This design comes from an exercise in tuning for small area, a short achievable clock period and few clock cycles per item on the open sky130 flow, not from production work. The RTL was checked by simulation tests, not by an equivalence proof against the original design. Power is estimated from default activity; no workload was simulated.

## flow/run.sh

```bash
#!/bin/bash
# The standard layout (standard.sh: ORFS from synthesis to the final
# layout), with one change: the ports get a plain buffer instead of the delay
# cells buffer_ports picks by default. Repair still sizes the buffers on
# critical ports up. ORFS writes each step's full log under orfs/logs/; the
# output of make goes to standard.log here.
set -o pipefail
export BUFFER_PORTS_ARGS="-buffer_cell sky130_fd_sc_hd__buf_2"
bash standard.sh > standard.log 2>&1
```

## standard.sh

```bash
#!/bin/bash
# synth_recipe.tcl (not shown) runs the flow's synth.tcl, then flattens the netlist and writes it again
# the make line also repeats each setting of config.mk as NAME=value (left out here)
make -C /OpenROAD-flow-scripts/flow DESIGN_CONFIG=/design/flow/config.mk WORK_HOME=/design/flow/orfs CLKGATE_MAP_FILE= SYNTH_SCRIPT=/design/flow/synth_recipe.tcl "${@:-finish}"
```

## config.mk

```make
export PLATFORM = sky130hd
export DESIGN_NAME = cpu_top
export DESIGN_NICKNAME = cpu_top
export VERILOG_FILES = /design/flow/design.v
export SDC_FILE = /design/flow/constraint.sdc
export NUM_CORES = 4
export LEC_CHECK = 0
export CAP_MARGIN = 20
export CORE_MARGIN = 2
export CORE_UTILIZATION = 40
export PLACE_DENSITY = 0.6
export SETUP_SLACK_MARGIN = 4.4
export SLEW_MARGIN = 20
```

## constraint.sdc

```tcl
create_clock -name core_clock -period 7.5 [get_ports {clk}]
set_input_delay 1.5000 -clock core_clock [delete_from_list [all_inputs] [get_ports {clk}]]
set_output_delay 1.5000 -clock core_clock [all_outputs]
set_load 0.01 [all_outputs]
```

## design.v

```verilog
`default_nettype none
`default_nettype wire
`default_nettype none
package cpu_pkg;
    typedef logic [16-1:0]  word_t;
    typedef logic [16-1:0]  addr_t;
    typedef logic [25-1:0] dram_addr_t;
    typedef logic [3:0]                  reg_idx_t;
    typedef enum logic [3:0] {
        OP_ADD  = 4'd0,
        OP_SUB  = 4'd1,
        OP_AND  = 4'd2,
        OP_OR   = 4'd3,
        OP_XOR  = 4'd4,
        OP_SHL  = 4'd5,
        OP_SHR  = 4'd6,
        OP_ADDI = 4'd7,
        OP_LDI  = 4'd8,
        OP_LD   = 4'd9,
        OP_ST   = 4'd10,
        OP_BRZ  = 4'd11
    } opcode_e;
    typedef enum logic [2:0] {
        IDLE,
        FETCH_INSTR,
        WAIT_INSTR,
        INSTR_OUT,
        FETCH_DATA,
        WAIT_DATA,
        DATA_OUT
    } seq_state_e;
endpackage
`default_nettype wire
`timescale 1ns/1ps
`default_nettype none
module cpu_top (
    input  wire         clk,
    input  wire         rst,
    output logic [24:0] dram_addr,
    output logic        dram_write_en,
    output logic [15:0] dram_write_data,
    input  wire  [15:0] dram_read_data,
    output logic [15:0] pc,
    output logic        retire
);
    logic [15:0] regs [16];
    logic [15:0] rv;                  
    logic [15:0] zf;                  
    logic [15:0] fa;                  
    logic        f0, f1, f2;          
    logic        lq0, lq1, lq2;       
    logic [3:0]  lq0_rd, lq1_rd, lq2_rd;
    logic        ev;                  
    logic        ei;                  
    logic        e_addsub, e_sub, e_and, e_or, e_xor, e_shl, e_shr, e_passb;
    logic        e_ld, e_st, e_wr;    
    logic        e_mem;               
    logic        e_taken;             
    logic        e_skip1, e_skip2;    
    logic        e_redir;             
    logic [3:0]  e_rd;
    logic [15:0] e_a, e_b;            
    logic        s_mem;               
    logic        st_wen;              
    logic        s_tgt;               
    logic        s_fa;                
    logic [15:0] e_res;
    logic [15:0] e_sum;
    logic [15:0] e_bx;
    logic [15:0] e_p, e_g;
    logic [15:0] e_shx, e_shy, e_shyr;
    logic [15:0] e_other;
    logic        res_zero;
    logic        e_wen;
    logic        smc_hit;
    logic        flush;
    logic [15:0] pc1;
    assign e_bx    = e_b ^ {16{e_sub}};
    assign e_sum   = e_a + e_bx + {15'd0, e_sub};
    assign e_p     = e_a ^ e_bx;
    assign e_g     = e_a & e_bx;
    always_comb begin
        for (int i = 0; i < 16; i++) e_shx[i] = e_shr ? e_a[15 - i] : e_a[i];
    end
    assign e_shy = e_shx << e_b[3:0];
    always_comb begin
        for (int i = 0; i < 16; i++) e_shyr[i] = e_shy[15 - i];
    end
    assign e_other = ({16{e_and}}   & e_g)         |
                     ({16{e_or}}    & (e_p | e_g)) |
                     ({16{e_xor}}   & e_p)         |
                     ({16{e_shl}}   & e_shy)       |
                     ({16{e_shr}}   & e_shyr)      |
                     ({16{e_passb}} & e_b);
    assign e_res   = e_addsub ? e_sum : e_other;
    logic [15:0] zk;
    logic [15:0] m_l;
    logic        z_as, z_and, z_or, z_xor, z_sh, z_pb;
    assign zk    = {e_p[14:0] | e_g[14:0], e_sub};
    assign z_as  = (e_p == zk);
    assign z_and = (e_g == 16'h0000);
    assign z_or  = ((e_p | e_g) == 16'h0000);
    assign z_xor = (e_p == 16'h0000);
    always_comb begin
        for (int i = 0; i < 16; i++) begin
            m_l[i] = (5'(i) + {1'b0, e_b[3:0]}) <= 5'd15;    
        end
    end
    assign z_sh  = ((e_shx & m_l) == 16'h0000);
    assign z_pb  = (e_b == 16'h0000);
    assign res_zero = (e_addsub & z_as) | (e_and & z_and) | (e_or & z_or) | (e_xor & z_xor) |
                      ((e_shl | e_shr) & z_sh) | (e_passb & z_pb);
    assign e_wen   = (ev && e_wr) || ei;
    assign pc1     = pc + 16'd1;
    assign smc_hit = (e_a[15:2] == pc[15:2]) || (e_a[15:2] == fa[15:2]) ||
                     ((e_a == 16'h0000) && (pc >= 16'hF7FC));
    assign flush   = st_wen && smc_hit;
    assign dram_addr       = {9'd0, ({16{s_mem}}         & e_a) |
                                    ({16{s_tgt}}         & e_b) |
                                    ({16{s_fa}}          & fa)};
    assign dram_write_en   = st_wen;
    assign dram_write_data = e_b;
    assign retire          = ev;
    logic [15:0] ins;
    logic [3:0]  d_op, d_rd, d_rs, d_rt;
    logic        d_uses_rs, d_uses_rt, d_br, d_wr, d_mem;
    logic        haz;
    logic        kill_d;
    logic        go;
    logic        replay;
    logic [15:0] d_addr;
    logic [15:0] d_tgt;
    logic [15:0] ra, rb;
    logic        rz;
    assign ins  = dram_read_data;
    assign d_op = ins[15:12];
    assign d_rd = ins[11:8];
    assign d_rs = ins[7:4];
    assign d_rt = ins[3:0];
    assign d_uses_rs = (d_op <= 4'd7) || (d_op == 4'd9) || (d_op == 4'd10);
    assign d_uses_rt = (d_op <= 4'd6) || (d_op == 4'd10);
    assign d_br      = (d_op == 4'd11);
    assign d_wr      = (d_op <= 4'd9);
    assign d_mem     = (d_op == 4'd9) || (d_op == 4'd10);
    function automatic logic clash(input logic v, input logic [3:0] r,
                                   input logic urs, input logic urt, input logic ubr,
                                   input logic [3:0] s, input logic [3:0] t,
                                   input logic [3:0] d);
        clash = v && ((urs && s == r) || (urt && t == r) || (ubr && d == r));
    endfunction
    assign haz = clash(e_ld, e_rd,   d_uses_rs, d_uses_rt, d_br, d_rs, d_rt, d_rd) ||
                 clash(lq0,  lq0_rd, d_uses_rs, d_uses_rt, d_br, d_rs, d_rt, d_rd) ||
                 clash(lq1,  lq1_rd, d_uses_rs, d_uses_rt, d_br, d_rs, d_rt, d_rd);
    logic        wr_go;
    assign wr_go = go && d_wr;
    assign e_redir = e_taken && !e_skip1 && !e_skip2;
    assign kill_d  = e_taken || flush;
    assign go     = f2 && !kill_d && !haz;
    assign replay = f2 && !kill_d && haz;
    assign d_addr = ev ? pc1 : pc;
    assign d_tgt  = d_addr + 16'd1 + {{8{ins[7]}}, ins[7:0]};
    logic [15:0] sel_s, sel_t, sel_d;
    logic [15:0] rf_s, rf_t;
    logic        rf_z;
    always_comb begin
        rf_s = 16'h0000;
        rf_t = 16'h0000;
        rf_z = 1'b0;
        for (int i = 0; i < 16; i++) begin
            sel_s[i] = rv[i] && (d_rs == 4'(i));
            sel_t[i] = rv[i] && (d_rt == 4'(i));
            sel_d[i] = (d_rd == 4'(i));
            rf_s = rf_s | ({16{sel_s[i]}} & regs[i]);
            rf_t = rf_t | ({16{sel_t[i]}} & regs[i]);
            rf_z = rf_z | (sel_d[i] && (!rv[i] || zf[i]));
        end
        if (e_wen && e_rd == d_rs) ra = e_res;
        else                       ra = rf_s;
        if (e_wen && e_rd == d_rt) rb = e_res;
        else                       rb = rf_t;
        if (e_wen && e_rd == d_rd) rz = res_zero;
        else                       rz = rf_z;
    end
    logic [15:0] fa_next;
    logic [15:0] tgt1, fa1;
    logic        d_taken;
    logic        d_skip1, d_skip2;
    logic        d_tgt_ok;
    assign tgt1 = e_b + 16'd1;
    assign fa1  = fa + 16'd1;
    always_comb begin
        if (e_redir)               fa_next = tgt1;
        else if (flush || replay)  fa_next = d_addr;
        else if (!e_mem)           fa_next = fa1;
        else                       fa_next = fa;
    end
    assign d_taken  = go && d_br && rz;
    assign d_skip1  = (ins[7:0] == 8'd1) && f1;
    assign d_skip2  = (ins[7:0] == 8'd2) && f1 && f0;
    assign d_tgt_ok = (d_tgt[15:11] != 5'b11111);
    always_ff @(posedge clk) begin
        if (!rst) begin
            pc      <= 16'h0000;
            fa      <= 16'h0000;
            f0      <= 1'b0;
            f1      <= 1'b0;
            f2      <= 1'b0;
            lq0     <= 1'b0;
            lq1     <= 1'b0;
            lq2     <= 1'b0;
            ev      <= 1'b0;
            ei      <= 1'b0;
            e_ld    <= 1'b0;
            e_st    <= 1'b0;
            e_mem   <= 1'b0;
            e_taken <= 1'b0;
            e_skip1 <= 1'b0;
            e_skip2 <= 1'b0;
            s_mem   <= 1'b0;
            st_wen  <= 1'b0;
            s_tgt   <= 1'b0;
            s_fa    <= 1'b1;
            rv      <= 16'h0000;
        end else begin
            if (ev) pc <= e_taken ? e_b : pc1;
            fa <= fa_next;
            if (e_redir) begin
                f0 <= 1'b1;
                f1 <= 1'b0;
                f2 <= 1'b0;
            end else if (flush || replay) begin
                f0 <= 1'b0;
                f1 <= 1'b0;
                f2 <= 1'b0;
            end else begin
                f0 <= !e_mem;
                f1 <= f0;
                f2 <= f1 && !e_skip2;
            end
            lq0 <= e_ld && !(wr_go && d_rd == e_rd);
            lq1 <= lq0  && !(wr_go && d_rd == lq0_rd);
            lq2 <= lq1  && !(wr_go && d_rd == lq1_rd);
            ev      <= go;
            ei      <= lq2;
            e_ld    <= go && (d_op == 4'd9);
            e_st    <= go && (d_op == 4'd10);
            e_mem   <= go && d_mem;
            e_taken <= d_taken;
            e_skip1 <= d_taken && d_skip1;
            e_skip2 <= d_taken && d_skip2;
            s_mem   <= go && d_mem && (ra[15:11] != 5'b11111);
            st_wen  <= go && (d_op == 4'd10) && (ra[15:11] != 5'b11111);
            s_tgt   <= d_taken && !d_skip1 && !d_skip2 && d_tgt_ok;
            s_fa    <= !(go && d_mem) && !(d_taken && !d_skip1 && !d_skip2) &&
                       (fa_next[15:11] != 5'b11111);
            if (e_wen) rv[e_rd] <= 1'b1;
        end
    end
    always_ff @(posedge clk) begin
        lq0_rd <= e_rd;
        lq1_rd <= lq0_rd;
        lq2_rd <= lq1_rd;
        if (e_wen) begin
            regs[e_rd] <= e_res;
            zf[e_rd]   <= res_zero;
        end
        e_addsub <= !lq2 && ((d_op == 4'd0) || (d_op == 4'd1) || (d_op == 4'd7));
        e_sub    <= !lq2 && (d_op == 4'd1);
        e_and    <= !lq2 && (d_op == 4'd2);
        e_or     <= !lq2 && (d_op == 4'd3);
        e_xor    <= !lq2 && (d_op == 4'd4);
        e_shl    <= !lq2 && (d_op == 4'd5);
        e_shr    <= !lq2 && (d_op == 4'd6);
        e_passb  <= lq2 || (d_op == 4'd8);
        e_wr     <= (d_op <= 4'd8);
        e_rd     <= lq2 ? lq2_rd : d_rd;
        e_a      <= ra;
        if (lq2)                 e_b <= dram_read_data;
        else if (d_op == 4'd7)   e_b <= {{12{ins[3]}}, ins[3:0]};
        else if (d_op == 4'd8)   e_b <= {8'h00, ins[7:0]};
        else if (d_br)           e_b <= d_tgt;
        else                     e_b <= rb;
    end
endmodule
`default_nettype wire
```

==> run notes, run 1 <==
num rows 88; GR Util All Layers 30.7%; Worst Hold Launch lq0_rd[2]; Layout area overhead 28.7%; synthesized area per cell 10.1 um^2; Post-DP HPWL 58000 um; P per Cell Area 169 nW/um^2; top-count cell post-synth edfxtp_1; max-slew violations 0; Reg power frac 47.4%; worst reg2reg path depth 13; worst reg2reg path startpoint pc[0]; LEAKAGE 10.9 nW; DRT antenna net count 0; vias in the first global route 20700; Setup Skew between 0.03 and 0.04 ns; routed via count between 20000 and 25000; Cell Area, Synth between 20000 and 25000 um^2; clock share of power approximately two fifths; Initial Utilization 40.3%; Logic pwr share 11.3%; H-tree levels 2; post-synthesis sequential area ratio 45.8%; WHS Endpoint lq1_rd[2]; status complete, no violations; layout cell share with drive strength beyond 1 31.2%; Clock Path Buffers 3; Pre-antenna DRT Iters 14; Core Box Area 57500 um^2; fin crit share 44.9%; leading area contributor after synthesis edfxtp_1; PnR worst setup slack 4.13 ns; top cells by area, synth edfxtp_1, dfxtp_1, a221oi_1; Power Total 5.04 mW; DRT iter0 DRCs between 3000 and 4000; CP arrival roughly 3.8 ns; CP required 7.97 ns; Synth async-reset ratio 0%; WL/cell 29.6 um; Die W 245 um; setup TNS 0 ns; drt drc 0; Setup violations, final 0; Max Cap Viol 0; Hold Path Depth 0; Setup crit end kind flop; IO Pins 77; WL final approximately 96000 um; Int Pwr 3.74 mW; VDD IR max roughly 0.16 mV; worst r2r dst e_b[14]; Post-synth EDFFs ~270; Worst-Skew Late Latency 0.59 ns; grt ovf 0; Fmax 0.297 GHz; CTS buffer count between 40 and 50; Primary FF master, synth edfxtp_1; Yosys cell types 91; Slew @ Worst Pin ~1.1 ns; Post-Syn Instances 2299; first-pass GRT wire length 137000 um; FF-to-FF setup slack between 4 and 5 ns; fin nets between 2000 and 3000; critical path startpoint category primary input; initial antenna violation count 2; routed vias/inst 6.74; Commonest cells post-synth edfxtp_1, clkbuf_1, nor2_1, nand2_1, dfxtp_1; Sw Pwr 1.30 mW; Die Footprint 59800 um^2; post-synth top area share approximately a third; final worst path period need ~3.4 ns; #FFs+latches synth just under 400; CTS tree done; CP Max Fanout 5; Crit Path Class in -> reg; Ys Warns 1; dpl ws 2.95 ns; die height 245 um; number of fill cells in the layout 4993; Hold Crit Class reg -> reg; CTS Root Cell clkbuf_16; Hold Violations, Final 0; I/O Buffers 67; Worst-path clk slew 0.06 ns; GP Congestion 0.973; RSZ-0062 raised after global routing yes; Relative slew margins between 20% and 30%; clock sink count 394; largest net degree at the start of global routing 51; Sw Ratio 25.7%
-- kinds of logic (layout without fill, tap and decap cells) --
logic type / Yosys count / in the layout / share of synthesized area, %
AO/OA/AOI/OAI: 677 / 678 / 22.0
AND/OR/NAND/NOR: 607 / 610 / 13.1
flip-flops: 394 / 394 / 45.8
buffers and inverters: 327 / 510 / 5.65
XOR/XNOR: 166 / 166 / 6.28
adder cells (fa/ha/maj): 69 / 69 / 3.78
multiplexers: 58 / 58 / 3.35
other: 1 / 10 / 0.0162
-- cells in the final DEF (no fill, tap or decap), types with 14 or more instances in the layout --
| cell type | n |
|---|---|
| a21oi_1 | 68 |
| ha_4 | 18 |
| a21o_1 | 18 |
| a22o_1 | 93 |
| buf_2 | 52 |
| dfxtp_2 | 14 |
| o21ai_1 | 21 |
| a22oi_1 | 102 |
| nand3_1 | 44 |
| and3_1 | 54 |
| buf_4 | 193 |
| nor2_2 | 19 |
| nor2_1 | 146 |
| nand2b_1 | 19 |
| and3_4 | 19 |
| a222oi_1 | 31 |
| dfxtp_4 | 31 |
| mux2i_1 | 21 |
| edfxtp_1 | 272 |
| buf_6 | 44 |
| nand2_1 | 116 |
| o21ai_0 | 57 |
| buf_12 | 24 |
| o21ai_2 | 20 |
| ha_1 | 38 |
| clkbuf_16 | 44 |
| nand4_1 | 44 |
| a221oi_2 | 25 |
| nor3_1 | 20 |
| dfxtp_1 | 77 |
| a221oi_1 | 74 |
| xor2_1 | 64 |
| inv_1 | 85 |
| mux4_2 | 14 |
| xnor2_1 | 65 |
| xor2_2 | 16 |
-- stage by stage --
step	instance area [um^2]	instances	hold WS (ns)	util [%]
floorplan	23800	2307	0.382	-
global placement	24300	2967	0.407	42.3
detailed placement	24300	2967	0.407	42.3
CTS	27900	3169	0.409	48.5
global route	29800	3259	0.427	51.8
finish	29800	3260	0.412	51.8
-- worst max-delay path: stages --
cell,delay [ns]
buf_12,0.12
buf_4,0.13
buf_8,0.12
xor2_4,0.15
nor4_4,0.26
a22oi_2,0.14
a21boi_2,0.23
buf_12,0.14
o31ai_4,0.07
buf_12,0.16
buf_4,0.13
a211oi_2,0.17
a31oi_1,0.08
and3_1,0.23
a311oi_1,0.20
-- timing repair --
| item | in CTS | in global routing |
|---|---|---|
| hold buffers | 0 | 0 |
| cloned | 7 | 3 |
| buffers inserted | 116 | 87 |
| pin swaps | 92 | 122 |
| endpoints found under the setup margin | 289 | 174 |
| gates resized for setup | 295 | 225 |
-- flip-flops by register name, indices dropped and copies added (netlist names), 16 cells and up --
name	flops
regs	256
e_a	16
e_b	16
fa	16
pc	16
rv	16
zf	16
-- per-layer routing --
layer | track usage, % | part of all wire (%) | vias to the layer above
li1 | - | - | 9097
met1 | 38.4 | 36 | 10500
met2 | 48.2 | 44 | 1910
met3 | 8.79 | 13 | 485
met4 | 16.4 | 6.6 | 0
met5 | 0 | 0 | -
-- how the worst max path moves through the flow --
stage | startpoint | endpoint | slack [ns] | depth (start not counted)
after floorplan | dram_read_data[0] | e_b[14] | 3.70 | 14
after global placement | dram_read_data[7] | s_mem | 2.94 | 10
after detailed placement | dram_read_data[7] | st_wen | 2.95 | 10
after CTS | e_b[0] | zf[11] | 4.18 | 13
after global routing | dram_read_data[0] | e_b[14] | 4.04 | 14
final | dram_read_data[0] | s_fa | 4.13 | 15
-- power groups by stage --
stage,combinational [mW],clock [mW],sequential [mW]
floorplan,0.289,0,2.41
finish,0.568,2.08,2.39
detailed placement,0.376,0,2.44
global placement,0.372,0,2.44
global route,0.600,2.19,2.39
CTS,0.474,2.10,2.38
-- final cells by class --
| type | count | area (um^2) | area share (%) |
|---|---|---|---|
| diodes | 1 | 2.50 | 0.00840 |
| clock buffers | 55 | 1180 | 3.97 |
| clock inverters | 24 | 194 | 0.651 |
| inverters | 100 | 424 | 1.42 |
| multi-input cells | 1590 | 13300 | 44.7 |
| flip-flops and latches | 394 | 10700 | 36.1 |
| well taps | 765 | 957 | 3.21 |
| repair buffers | 328 | 2950 | 9.91 |
| repair inverters | 3 | 20.0 | 0.0672 |
Testbench counts, summed over its fixed seeds: cycles 52,560, instructions 38,400.
==> run 2, diff against run 1 <==
--- a/config.mk
+++ b/config.mk
@@ -9,5 +9,5 @@
 export CORE_MARGIN = 2
 export CORE_UTILIZATION = 40
 export PLACE_DENSITY = 0.6
-export SETUP_SLACK_MARGIN = 4.4
+export SETUP_SLACK_MARGIN = 3.8
 export SLEW_MARGIN = 20
==> run 2 against run 1 <==
Net effect:
- final area shrank 13%
- non-clock buffer count down 172
- combinational power is 28% lower
- worst hold slack improved by 0.023 ns
- maximum frequency fell by 7.6%
- critical endpoint is now e_b[2]
- largest cell class unchanged
- highest routed layer is now met5
==> run notes, run 2 <==
status complete, no violations; crit-path cells buf_2, nor2b_1, and3_2, buf_4, a22o_1, a221oi_1, and3_1, nand4_1, o21ai_1, a21oi_1, a21o_1; max-slew violations 0; routed vias/inst 6.65; Pre-antenna DRT Iters 10; vias in the first global route 19300; CTS Root Cell clkbuf_16; Commonest cells post-synth edfxtp_1, clkbuf_1, nor2_1, nand2_1, dfxtp_1; WL/cell 29.7 um; num rows roughly 90; fin crit share 48.6%; slowest cell on the critical path and3_2; Setup Skew 0.0314 ns; # diodes 0; Hold Path Depth 0; first-pass GRT wire length 132000 um; LEAKAGE 9.45 nW; crit path buf inv count 2; top-count cell post-synth edfxtp_1; multi-input logic area 11500 um^2; worst reg2reg path depth 8; largest net degree at the start of global routing 51; GR Util All Layers between 20% and 30%; Die Footprint 59800 um^2; Sw Pwr about 1.2 mW; RSZ-0062 raised after global routing no; Primary FF master, synth edfxtp_1; CP max stage delay 0.43 ns; grt ovf 0; Post-synth EDFFs 272; Ys Warns 1; critical path startpoint category primary input; commonest non-fill, non-tap cell in the layout edfxtp_1; DRT antenna net count 0; CTS buffer count 43; Synth async-reset ratio 0%; Worst-Skew Late Latency 0.60 ns; die height 245 um; Largest register FFs approximately 260; routed via count 20500; I/O Buffers 67; drt drc 0; CP arrival 4.14 ns; worst hold slack 0.436 ns; number of fill cells in the layout 5337; initial antenna violation count 4; Relative slew margins 29.6%; Post-DP HPWL 59600 um; DRT iter0 DRCs 3047; Crit Path Class in -> reg; P per Cell Area 188 nW/um^2; H-tree levels 2; clock share of power 42.7%; Reg power frac 48.9%; fin nets 2367; Setup violations, final 0; VDD IR max 0.169 mV; Worst-path clk slew 0.06 ns; clock sink count 394; Most flops, register regs; storage element area between 10000 and 15000 um^2; Sw Ratio 25.3%; Logic pwr share around 8.4%; leading area contributor after synthesis edfxtp_1; Layout area overhead 12.2%; Core Box Area about 57000 um^2; Initial Utilization between 40% and 50%; Die W 245 um; post-synthesis sequential area ratio 45.8%; layout cell share with drive strength beyond 1 approximately 15%; Hold Crit Class reg -> reg; top cells by area, synth edfxtp_1, dfxtp_1, a221oi_1; CP delay by family, top compound AO/OA/AOI/OAI gates; final worst path period need 3.65 ns; Int Pwr 3.65 mW; Setup crit end kind flop; CTS tree done; synthesized area per cell 10.1 um^2; Slew @ Worst Pin between 1 and 1.5 ns; CP Max Fanout 11; GP Congestion 1.01; Max Cap Viol 0; Levels on crit path 11; most frequent cells in the layout edfxtp_1, nor2_1, nand2_1, a22oi_1, dfxtp_1; Cell Area, Synth 23100 um^2; WL final 91400 um; Clock Path Buffers 3; Hold Violations, Final 0; Yosys cell types 91; #FFs+latches synth between 300 and 400; IO Pins 77; setup TNS 0 ns; CP required 7.99 ns; Post-Syn Instances between 2000 and 2500; post-synth top area share 35.3%; Fmax between 0.2 and 0.3 GHz
[run 2: cell count changes in the layout (fill, tap and decap cells not counted), sizes merged]
cell,delta
bufbuf,-1
clkinvlp,-5
a21oi,-1
diode,-1
nand2,-1
bufinv,+1
buf,-171
inv,+4
clkbuf,-4
nor2,-2
[run 2: layer usage]
metal  up-vias  share of wire (%)  global-route usage [%]  routed length, um
met4         8                6.1                    15.5               5570
li1       8712                  -                       -                  -
met2      1521                 44                    46.6              40700
met5         -              0.054                       0                 49
met3       355                 12                    7.46              11000
met1      9885                 37                    37.8              34200
[run 2: cell type report]
cell class                      instances  share of cell area (%)
Sequential cell                       394                    41.0
Multi-Input combinational cell       1586                    44.5
Clock buffer                           51                    4.39
Inverter                              100                    1.52
Clock inverter                         27                   0.882
Tap cell                              765                    3.69
Timing Repair Buffer                  156                    4.06
[run 2: power by group through the flow]
| stage | Combinational (mW) | Sequential (mW) | Clock [mW] |
|---|---|---|---|
| CTS | 0.387 | 2.39 | 2.11 |
| floorplan | 0.271 | 2.41 | 0 |
| global route | 0.440 | 2.39 | 2.20 |
| global placement | 0.369 | 2.44 | 0 |
| finish | 0.410 | 2.39 | 2.09 |
| detailed placement | 0.374 | 2.44 | 0 |
[run 2: metrics by stage]
stage / cells / utilization (%) / instance area [um^2] / setup slack (ns) / total power [mW]
floorplan: 2307 / - / 23300 / 3.70 / 2.68
global placement: 2981 / 42.1 / 24200 / 3.03 / 2.81
detailed placement: 2981 / 42.1 / 24200 / 2.93 / 2.81
CTS: 3068 / 44.7 / 25700 / 3.75 / 4.89
global route: 3079 / 45.2 / 26000 / 3.77 / 5.03
finish: 3079 / 45.2 / 26000 / 3.85 / 4.89
[run 2: worst paths after layout]
kind / start / endpoint / slack [ns]
max reg2reg: e_a[8] / e_a[0] / 3.93
max: dram_read_data[1] / e_b[2] / 3.85
min: lq1_rd[2] / lq2_rd[2] / 0.44
min reg2reg: lq1_rd[2] / lq2_rd[2] / 0.44
[run 2: worst register-to-register path: cells and delay by family, from the launching register on]
| kind | cells | cell delay, ns |
|---|---|---|
| AND/OR/NAND/NOR | 1 | 0.09 |
| AO/OA/AOI/OAI | 3 | 1.34 |
| flip-flops | 1 | 0.82 |
| multiplexers | 4 | 1.15 |
[run 2: logic make-up after synthesis]
family	count (synthesis)	synth area share [%]
flops	394	45.8
other cells	1	0.0162
xor+xnor	166	6.28
simple gates	607	13.1
buf+inv	327	5.65
fa+ha+maj	69	3.78
compound gates	677	22.0
mux	58	3.35
[run 2: timing repair]
action,4_1_cts,5_1_grt
buffers inserted,9,11
resized for setup,18,63
hold buffers,0,0
pin swaps,5,3
setup endpoints to repair,94,124
==> run 3, diff against run 2 <==
--- a/config.mk
+++ b/config.mk
@@ -9,5 +9,5 @@
 export CORE_MARGIN = 2
 export CORE_UTILIZATION = 40
 export PLACE_DENSITY = 0.6
-export SETUP_SLACK_MARGIN = 3.8
+export SETUP_SLACK_MARGIN = 4.1
 export SLEW_MARGIN = 20
==> run 3 against run 2 <==
Net effect:
- still clean on timing, DRC and antenna
- final area increased by 4.0%
- combinational power increased by 9.5%
- global-route usage increased by 0.20 points
- total power increased by 5.6%
- sequential power about the same
- utilization increased by 1.8 points
- sequential share of layout area decreased by 1.4 points
- critical path type unchanged
==> run notes, run 3 <==
status complete, no violations; post-synth top area share 35.3%; Post-Syn Instances 2299; CTS tree done; CP required 7.95 ns; top cells by area, synth edfxtp_1, dfxtp_1, a221oi_1; Crit Path Class in -> reg; WL/cell 29.9 um; CP arrival 3.84 ns; Primary FF master, synth edfxtp_1; Slew @ Worst Pin 1.06 ns; H-tree levels 2; final core utilization 47.0%; top-count cell post-synth edfxtp_1; Die Footprint about 60000 um^2; largest net degree at the start of global routing 51; Largest register FFs 256; Die W 245 um; GP Congestion roughly 0.97; Cell Area, Synth around 23000 um^2; Pre-antenna DRT Iters 10; Synth async-reset ratio 0%; fin nets approximately 2400; critical path startpoint category primary input; Clock Path Buffers 3; Cell Area, Placed 24300 um^2; drt drc 0; GR Util All Layers 29.9%; CTS Root Cell clkbuf_16; Most flops, register regs; LEAKAGE 9.84 nW; Setup crit end kind flop; CP delay by family, top compound AO/OA/AOI/OAI gates; Max Cap Viol 0; setup TNS 0 ns; leading area contributor after synthesis edfxtp_1; Setup Skew 0.0251 ns; num rows 88; DRT antenna net count 0; DRT iter0 DRCs 3326; layout cell share with drive strength beyond 1 19.4%; crit path buf inv count 3; critical path's most frequent cell a21o_1; P per Cell Area 191 nW/um^2; most frequent cells in the layout edfxtp_1, nor2_1, nand2_1, a22oi_1, buf_4; Worst-path clk slew 0.06 ns; IO Pins 77; vias in the first global route slightly below 20000; WL final around 93000 um; max-slew violations 0; RSZ-0062 raised after global routing yes; CP max stage delay 0.39 ns; commonest non-fill, non-tap cell in the layout edfxtp_1; VDD IR max 0.182 mV; Fmax slightly below 0.3 GHz; Commonest cells post-synth edfxtp_1, clkbuf_1, nor2_1, nand2_1, dfxtp_1; Worst-Skew Late Latency 0.58 ns; Post-synth EDFFs 272; number of fill cells in the layout 5320; fin crit share 45.3%; Hold Violations, Final 0; routed vias/inst 6.74; Setup violations, final 0; first-pass GRT wire length 133000 um; Final Cell Area 27000 um^2; clock sink count approximately 390; Hold Crit Class reg -> reg; Relative slew margins between 20 and 30%; Yosys cell types 91; Layout area overhead 16.7%; slowest cell on the critical path fa_2; grt ovf 0; #FFs+latches synth 394; routed via count 21000; final worst path period need roughly 3.4 ns; initial antenna violation count 4; crit-path cells buf_12, inv_8, ha_4, inv_2, fa_2, a21o_1, a21o_1, a21oi_2, o21ai_2, a2111oi_4, o21bai_1, xor2_1, a221oi_2, nand2b_1; Ys Warns 1; CTS buffer count 43; Post-DP HPWL 59300 um; synthesized area per cell 10.1 um^2; Initial Utilization roughly two fifths; die height 245 um; storage element area 10700 um^2; CP Max Fanout 6; post-synthesis sequential area ratio 45.8%; I/O Buffers 67; hold_buf cts 0; multi-input logic area 12000 um^2; Core Box Area 57500 um^2
-- run 3: area by class of cell --
type / count / area share, %
tap: 765 / 3.54
clock buffer: 49 / 4.26
clock inverter: 30 / 1.45
antenna: 2 / 0.0185
timing repair buffer: 182 / 5.37
sequential: 394 / 39.6
multi-input combinational: 1586 / 44.3
inverter: 100 / 1.48
-- run 3: timing repair --
item / 4_1_cts / 5_1_grt
endpoints found under the hold margin: 0 / 0
cloned: 1 / 2
resized for setup: 94 / 104
pin swaps: 21 / 28
setup endpoints to repair: 193 / 118
buffers inserted: 31 / 10
-- run 3: cell families after synthesis --
kind of cell             after synthesis  share of synthesized area (%)
AO/OA/AOI/OAI                        677                           22.0
XOR/XNOR                             166                           6.28
adder cells (fa/ha/maj)               69                           3.78
flip-flops                           394                           45.8
multiplexers                          58                           3.35
buffers and inverters                327                           5.65
AND/OR/NAND/NOR                      607                           13.1
other                                  1                         0.0162
-- run 3: worst paths after layout --
check                    start         to  slack, ns  cells past startpoint
max          dram_read_data[0]    e_b[14]       4.10                     14
min                  lq0_rd[0]  lq1_rd[0]       0.42                      0
max reg2reg              pc[3]    e_b[14]       4.14                     16
min reg2reg          lq0_rd[0]  lq1_rd[0]       0.42                      0
-- run 3: stage by stage --
stage / power (mW) / worst slack [ns] / hold slack (ns) / std cells
finish: 5.16 / 4.10 / 0.423 / 3108
global route: 5.30 / 4.00 / 0.443 / 3107
CTS: 5.15 / 4.10 / 0.422 / 3094
detailed placement: 2.82 / 3.13 / 0.415 / 2983
global placement: 2.81 / 3.23 / 0.423 / 2983
floorplan: 2.69 / 3.70 / 0.382 / 2307
-- run 3: per-layer routing --
metal | wire length [um] | up-vias | track usage [%] | share of wire (%)
li1 | - | 8795 | - | -
met1 | 35100 | 10100 | 38.5 | 38
met2 | 40900 | 1628 | 46.6 | 44
met3 | 11400 | 421 | 7.20 | 12
met4 | 5640 | 4 | 15.5 | 6.1
met5 | 19 | - | 0 | 0.020
-- run 3: where the power goes --
| group | internal [mW] | switching [mW] | total (mW) |
|---|---|---|---|
| Sequential | 2.35 | 0.0442 | 2.39 |
| Clock | 1.39 | 0.930 | 2.32 |
| Combinational | 0.163 | 0.286 | 0.449 |
| Total | 3.90 | 1.26 | 5.16 |
==> run 4, diff against run 3 <==
--- a/config.mk
+++ b/config.mk
@@ -7,7 +7,7 @@
 export LEC_CHECK = 0
 export CAP_MARGIN = 20
 export CORE_MARGIN = 2
-export CORE_UTILIZATION = 40
-export PLACE_DENSITY = 0.6
+export CORE_UTILIZATION = 50
+export PLACE_DENSITY = 0.7
 export SETUP_SLACK_MARGIN = 4.1
 export SLEW_MARGIN = 20
==> run 4 against run 3 <==
Net effect:
- still clean on timing, DRC and antenna
- worst setup slack better by 0.016 ns
- via count up 0.94%
- clock power down 9.5%
- critical path depth down 3
- largest cell class unchanged
- highest routed layer unchanged
==> run notes, run 4 <==
status complete, no violations; worst reg2reg path startpoint e_b[0]; P per Cell Area 185 nW/um^2; layout cell share with drive strength beyond 1 between 20% and 30%; GR Util All Layers 36.3%; Int Pwr 3.74 mW; IO Pins 77; Logic pwr share a little under a tenth; setup TNS 0 ns; Setup Skew 0.0272 ns; DRT iter0 DRCs 3918; Hold Crit Class reg -> reg; Hold Violations, Final 0; DRT antenna net count 0; num rows 78; CP required ~8.0 ns; Ys Warns 1; grt ovf 0; routed vias/inst 7.15; drt drc 0; CP Max Fanout 16; Initial Utilization 50.8%; WL/cell 30.3 um; worst r2r dst e_a[1]; Post-synth EDFFs 272; fin nets 2412; Post-Syn Instances around 2300; fin crit share 45.1%; I/O Buffers 67; Setup violations, final 0; CTS tree done; FF-to-FF setup slack 4.15 ns; Max Cap Viol 0; Primary FF master, synth edfxtp_1; post-synth top area share between 30% and 40%; Largest register FFs 256; dpl ws 2.97 ns; Worst Hold Launch lq0_rd[3]; Slew @ Worst Pin 0.942 ns; leading area contributor after synthesis edfxtp_1; routed via count 21200; Reg power frac 48.1%; critical path startpoint category primary input; CTS Root Cell clkbuf_16; Pre-antenna DRT Iters 14; final worst path period need between 3 and 4 ns; Core Box Area 45600 um^2; Yosys cell types 91; Layout area overhead 15.8%; Synth async-reset ratio 0%; max-slew violations 0; CP delay by family, top compound AO/OA/AOI/OAI gates; Worst-path clk slew 0.06 ns; most frequent cells in the layout edfxtp_1, nor2_1, nand2_1, buf_4, a22oi_1; Power Total 4.96 mW; clock sink count 394; Sw Ratio 24.6%; Worst-Skew Late Latency 0.59 ns; VDD IR max 0.204 mV; Die W around 220 um; slowest cell on the critical path mux2_4; Relative slew margins 37.0%; initial antenna violation count 2; #FFs+latches synth 394; Sw Pwr 1.22 mW; Fmax 0.296 GHz; CTS buffer count 42; CP max stage delay 0.35 ns; crit path buf inv count 2; top cells by area, synth edfxtp_1, dfxtp_1, a221oi_1; commonest non-fill, non-tap cell in the layout edfxtp_1; top-count cell post-synth edfxtp_1; first-pass GRT wire length around 130000 um; crit-path cells buf_2, nor2b_1, and3_1, buf_6, a22o_1, a221oi_2, nand4_1, mux2_4, o2111a_1, o211a_1, a211oi_2; Hold Path Depth 0; post-synthesis sequential area ratio between 40% and 50%; RSZ-0062 raised after global routing yes; Clock Path Buffers 3; largest net degree at the start of global routing 51; Setup crit end kind flop; CP arrival between 3 and 4 ns; worst reg2reg path depth 11; Die Footprint 48000 um^2; Post-DP HPWL 56500 um; Crit Path Class in -> reg; clock share of power 42.4%; H-tree levels 2; vias in the first global route ~20000; WHS Endpoint lq1_rd[3]; PnR worst setup slack 4.12 ns; Commonest cells post-synth edfxtp_1, clkbuf_1, nor2_1, nand2_1, dfxtp_1; WL final 89600 um; Most flops, register regs; Cell Area, Synth 23100 um^2; synthesized area per cell 10.1 um^2; GP Congestion 1.00; die height 219 um; LEAKAGE ~10 nW
run 4: cell counts after synthesis:
No cell type changed its count.
run 4: cell type report:
type	instances	area [um^2]
repair inverters	1	7.51
repair buffers	200	1580
well taps	600	751
diodes	2	5.00
fillers	3729	18800
inverters	100	414
flip-flops and latches	394	10700
clock inverters	24	255
multi-input cells	1587	12000
clock buffers	51	1130
run 4: cell families (layout without fill, tap and decap cells):
kind of cell | count (synthesis) | after routing | synth area share, %
buffers and inverters | 327 | 376 | 5.65
AOI/OAI and AO/OA | 677 | 677 | 22.0
muxes | 58 | 58 | 3.35
adders and majority gates | 69 | 69 | 3.78
DFF | 394 | 394 | 45.8
xor gates and xnor gates | 166 | 166 | 6.28
other | 1 | 11 | 0.0162
and+or+nand+nor | 607 | 608 | 13.1
run 4: metrics by stage:
stage / utilization (%) / hold WS (ns) / cells / cell area [um^2]
floorplan: - / 0.382 / 2307 / 23400
global placement: 52.8 / 0.407 / 2816 / 24100
detailed placement: 52.8 / 0.410 / 2816 / 24100
CTS: 57.1 / 0.412 / 2921 / 26000
global route: 58.8 / 0.416 / 2957 / 26800
finish: 58.8 / 0.408 / 2959 / 26800
run 4: how the worst max path moves through the flow:
stage                     endpoint  cells after the start  slack, ns              start
after global routing          s_fa                     11       4.04  dram_read_data[3]
after global placement       s_mem                     10       3.15  dram_read_data[7]
after floorplan            e_b[14]                     14       3.70  dram_read_data[0]
after CTS                   e_a[1]                     11       4.10              e_shr
final                       st_wen                     11       4.12  dram_read_data[6]
after detailed placement    st_wen                     10       2.97  dram_read_data[7]
run 4: power groups by stage:
stage | logic, mW | clock network, mW | registers [mW]
after floorplan | 0.280 | 0 | 2.41
after global placement | 0.375 | 0 | 2.43
after detailed placement | 0.381 | 0 | 2.43
after CTS | 0.416 | 2.12 | 2.39
after global routing | 0.499 | 2.20 | 2.39
final | 0.471 | 2.10 | 2.39
run 4: metal layers:
layer	track usage, %	wire length, um	vias up
li1	-	-	8811
met2	55.8	38600	1817
met1	45.5	31900	10000
met3	10.4	12000	521
met5	0	27	-
met4	21.8	7060	4
run 4: what timing repair did:
item	in CTS	in global routing
pin swaps	21	33
hold buffers	0	0
gates cloned	2	4
setup endpoints to repair	190	126
buffers inserted	28	32
resized for setup	85	121

re-timing with driven ports:
No port has a modelled driver above. Below, the same layouts with a new extraction and two added sets of constraints. Step 1, drivers: a clkbuf_16 drives clk and a buf_2 each remaining input, both assumed. Step 2, shift: input delay + t, output delay - t, t = (earliest + latest rising clock arrival at the registers) / 2. This alone moves slack from input paths to output paths. a / b / c = ideal ports / drivers / drivers and shift; a / b = the first two.
| run | shift t [ns] | slack for setup (ns) | worst setup path at the end |
|---|---|---|---|
| run 1 | 0.635 | 4.131 / 4.127 / 3.509 | input to register |
| run 2 | 0.643 | 3.854 / 3.819 / 3.177 | input to register |
| run 3 | 0.628 | 4.103 / 4.114 / 3.486 | input to register |
| run 4 | 0.631 | 4.119 / 4.077 / 3.520 | input to register |
After both steps setup and hold are still met in every run listed. The setup slack of run 2, which loses most, moves by -0.035 ns with the drivers and by -0.677 ns with both steps.
